Source: an optimization exercise on an open RTL-to-GDS flow (aim: small area). Production flows keep margins and buffers that such runs may drop.
Where RTL was checked, it was by simulation tests only, not by an equivalence proof against the original.
Power figures rest on the tool's default switching activity, not on a simulated workload.

==> run R: inputs <==
## rsa_block_sequencer
module rsa_block_sequencer #(
    parameter int unsigned KEY_BYTES      = 32,
    parameter int unsigned OUT_BYTES      = 31,
    parameter int unsigned TIMEOUT_CYCLES = 2**20
) (
    input  logic         i_clk,
    input  logic         i_rst_n,
    input  logic [7:0]   i_rx_data,
    input  logic         i_rx_valid,
    output logic         o_rx_ready,
    output logic [7:0]   o_tx_data,
    output logic         o_tx_valid,
    input  logic         i_tx_ready,
    output logic         o_core_start,
    output logic [255:0] o_core_a,
    output logic [255:0] o_core_d,
    output logic [255:0] o_core_n,
    input  logic [255:0] i_core_dec,
    input  logic         i_core_finished,
    input  logic         i_key_reload,
    output logic         o_busy,
    output logic         o_timeout
);
==> module rsa_block_sequencer, before the edit <==
module rsa_block_sequencer #(
    parameter int unsigned KEY_BYTES      = 32,
    parameter int unsigned OUT_BYTES      = 31,
    parameter int unsigned TIMEOUT_CYCLES = 2**20
) (
    input  logic         i_clk,
    input  logic         i_rst_n,
    input  logic [7:0]   i_rx_data,
    input  logic         i_rx_valid,
    output logic         o_rx_ready,
    output logic [7:0]   o_tx_data,
    output logic         o_tx_valid,
    input  logic         i_tx_ready,
    output logic         o_core_start,
    output logic [255:0] o_core_a,
    output logic [255:0] o_core_d,
    output logic [255:0] o_core_n,
    input  logic [255:0] i_core_dec,
    input  logic         i_core_finished,
    input  logic         i_key_reload,
    output logic         o_busy,
    output logic         o_timeout
);
    localparam int unsigned OutW = 8 * OUT_BYTES;
    localparam logic [2:0] StKeyN = 3'b000, StKeyD = 3'b001, StEnc = 3'b010,
                           StStart = 3'b100, StWait = 3'b101, StSend = 3'b110;
    logic [2:0]   state_q;
    logic [4:0]   cnt_q;        
    logic [14:0]  tmo_hi_q;     
    logic         pend_q;
    logic [511:0] nd_q;         
    logic [255:0] a_q;
    logic         rx_fire;
    logic         st_key, st_enc, st_start, st_wait, st_send;
    logic         last;
    logic         timeout_q;
    logic         tmo_fire;
    assign o_timeout = timeout_q;
    logic unused;
    assign unused = ^{i_core_dec[255:OutW], KEY_BYTES, TIMEOUT_CYCLES};
    assign st_key   = !state_q[2] && !state_q[1];
    assign st_enc   = !state_q[2] &&  state_q[1];
    assign st_start =  state_q[2] && !state_q[1] && !state_q[0];
    assign st_wait  =  state_q[2] && !state_q[1] &&  state_q[0];
    assign st_send  =  state_q[2] &&  state_q[1];
    assign last     = &cnt_q;
    assign o_rx_ready   = i_rst_n && !state_q[2];
    assign rx_fire      = i_rx_valid && o_rx_ready;
    assign o_tx_valid   = st_send;
    assign o_tx_data    = a_q[255:248];
    assign o_core_start = st_start;
    assign o_busy       = state_q[2];
    assign o_core_a     = a_q;
    assign o_core_n     = nd_q[511:256];
    assign o_core_d     = nd_q[255:0];
    always_ff @(posedge i_clk) begin
        if (i_rx_valid && st_key) nd_q <= {nd_q[503:0], i_rx_data};
        if (st_wait && i_core_finished)
            a_q[255:8] <= i_core_dec[OutW-1:0];
        else if ((i_rx_valid && st_enc) || (st_send && i_tx_ready))
            a_q <= {a_q[247:0], i_rx_data};
    end
    assign tmo_fire = last && (&tmo_hi_q);
    always_ff @(posedge i_clk) begin
        if (st_start) tmo_hi_q <= '0;
        else if (st_wait && last) tmo_hi_q <= tmo_hi_q + 15'd1;
    end
    always_ff @(posedge i_clk or negedge i_rst_n) begin
        if (!i_rst_n) begin
            state_q <= StKeyN;
            cnt_q   <= '0;
            pend_q  <= 1'b0;
            timeout_q <= 1'b0;
        end else begin
            case (state_q)
                StKeyN, StKeyD: begin
                    if (i_key_reload) begin
                        state_q <= StKeyN;
                        cnt_q   <= '0;
                    end else if (rx_fire) begin
                        cnt_q <= cnt_q + 5'd1;
                        if (last) state_q <= state_q[0] ? StEnc : StKeyD;
                    end
                end
                StEnc: begin
                    if (i_key_reload && cnt_q == '0) begin
                        state_q <= StKeyN;
                        pend_q  <= 1'b0;
                    end else begin
                        if (i_key_reload) pend_q <= 1'b1;
                        if (rx_fire) begin
                            cnt_q <= cnt_q + 5'd1;
                            if (last) begin
                                state_q <= StStart;
                                timeout_q <= 1'b0;
                            end
                        end
                    end
                end
                StStart: begin
                    if (i_key_reload) pend_q <= 1'b1;
                    state_q <= StWait;
                end
                StWait: begin
                    if (i_key_reload) pend_q <= 1'b1;
                    if (i_core_finished) begin
                        cnt_q   <= 5'd1;    
                        state_q <= StSend;
                    end else begin
                        cnt_q <= cnt_q + 5'd1;
                        if (tmo_fire) begin
                            timeout_q <= 1'b1;
                            state_q <= StEnc;
                        end
                    end
                end
                StSend: begin
                    if (i_key_reload) pend_q <= 1'b1;
                    if (i_tx_ready) begin
                        cnt_q <= cnt_q + 5'd1;
                        if (last) begin
                            if (pend_q || i_key_reload) begin
                                state_q <= StKeyN;
                                pend_q  <= 1'b0;
                            end else begin
                                state_q <= StEnc;
                            end
                        end
                    end
                end
                default: state_q <= StKeyN;
            endcase
        end
    end
endmodule
export LEC_CHECK = 0
export CAP_MARGIN = 20
export CORE_AREA = 2 2 248 248
export DIE_AREA = 0 0 250 250
export SLEW_MARGIN = 20
create_clock -name core_clock -period 5.0 [get_ports {i_clk}]
standard.sh (not shown) runs the stock make flow with config.mk's settings and CLKGATE_MAP_FILE= SYNTH_SCRIPT=/design/flow/synth_recipe.tcl, a recipe that flattens the netlist after the stock synthesis.
==> flow/flow/run.sh <==
#!/bin/bash
export BUFFER_PORTS_ARGS="-buffer_cell sky130_fd_sc_hd__buf_1"
export PLACE_PINS_ARGS="-min_distance 1 -min_distance_in_tracks"
export CTS_ARGS="-sink_clustering_enable -repair_clock_nets -dont_use_dummy_load -sink_clustering_size 18 -sink_clustering_max_diameter 60 -buf_list {sky130_fd_sc_hd__clkbuf_8}"
bash standard.sh > standard.log 2>&1
==> run C (differences from run R) <==
--- a/flow/design.v
+++ b/flow/design.v
@@ -38,11 +38,11 @@
     assign o_timeout = timeout_q;
     logic unused;
     assign unused = ^{i_core_dec[255:OutW], KEY_BYTES, TIMEOUT_CYCLES};
-    assign st_key   = !state_q[2] && !state_q[1];
-    assign st_enc   = !state_q[2] &&  state_q[1];
-    assign st_start =  state_q[2] && !state_q[1] && !state_q[0];
-    assign st_wait  =  state_q[2] && !state_q[1] &&  state_q[0];
-    assign st_send  =  state_q[2] &&  state_q[1];
+    assign st_key   = (state_q[2:1] == 2'b00);
+    assign st_enc   = (state_q == StEnc);
+    assign st_start = (state_q == StStart);
+    assign st_wait  = (state_q == StWait);
+    assign st_send  = (state_q == StSend);
     assign last     = &cnt_q;
     assign o_rx_ready   = i_rst_n && !state_q[2];
     assign rx_fire      = i_rx_valid && o_rx_ready;
@@ -54,10 +54,10 @@
     assign o_core_n     = nd_q[511:256];
     assign o_core_d     = nd_q[255:0];
     always_ff @(posedge i_clk) begin
-        if (i_rx_valid && st_key) nd_q <= {nd_q[503:0], i_rx_data};
+        if (rx_fire && st_key) nd_q <= {nd_q[503:0], i_rx_data};
         if (st_wait && i_core_finished)
             a_q[255:8] <= i_core_dec[OutW-1:0];
-        else if ((i_rx_valid && st_enc) || (st_send && i_tx_ready))
+        else if ((rx_fire && st_enc) || (st_send && i_tx_ready))
             a_q <= {a_q[247:0], i_rx_data};
     end
     assign tmo_fire = last && (&tmo_hi_q);
==> flow/flow/run.sh (replaced) <==
#!/bin/bash
export BUFFER_PORTS_ARGS="-buffer_cell sky130_fd_sc_hd__buf_1"
export PLACE_PINS_ARGS="-min_distance 1 -min_distance_in_tracks"
export CTS_ARGS="-sink_clustering_enable -repair_clock_nets -dont_use_dummy_load -sink_clustering_size 20 -sink_clustering_max_diameter 40 -buf_list {sky130_fd_sc_hd__clkbuf_8 sky130_fd_sc_hd__clkbuf_16}"
bash standard.sh > standard.log 2>&1
==> metrics.csv <==
metric,value,unit
Clock Power,2.88,mW
post-synthesis net count,1501,
vias in the first global route,16000,
initial detailed-routing violation count,1418,
status,finished clean,
CP bufs+invs,1,
Area Overhead vs Synth,20.6,%
ratio of cells with drive above 1 in the final layout,5.97,%
the above is filed under run R

==> metrics.csv <==
metric,value,unit
Syn. warnings,1,
status,finished clean,
vias in the first global route,16900,
post-synthesis net count,1507,
CP bufs+invs,3,
Clock Power,6.10,mW
Area Overhead vs Synth,27.5,%
initial detailed-routing violation count,1468,
the above is filed under run C

Only the layout flow was run in run R; the RTL was not checked for function there.

## afterwards: timing with drivers on the ports
No port has a modelled driver above. Below, the same layouts with a new extraction and two added sets of constraints.
Step 1: set_driving_cell puts a clkbuf_16 on i_clk and a buf_2 on each other input, an assumption about the parent block.
Step 2 adds t to the input delays and takes it off the output delays; t is the mean of the earliest and latest rising clock arrival at the registers after step 1. Input paths then give back, and output paths get back, about the clock's delay inside the block.
a / b / c = no drivers / after step 1 / after step 2; a / b = the first two.
| run | shift t [ns] | setup slack, ns | worst setup path after step 2 | cell pins on the clock port's net |
|---|---|---|---|---|
| run R | 0.718 | 1.568 / 1.515 / 1.745 | input to register | 1 |
| run C | 0.672 | 1.464 / 1.403 / 1.351 | input to register | 1 |
After both steps every run listed still meets setup and hold. For run C, which loses most, drivers alone change the setup slack by -0.061 ns; drivers and shift together by -0.113 ns.
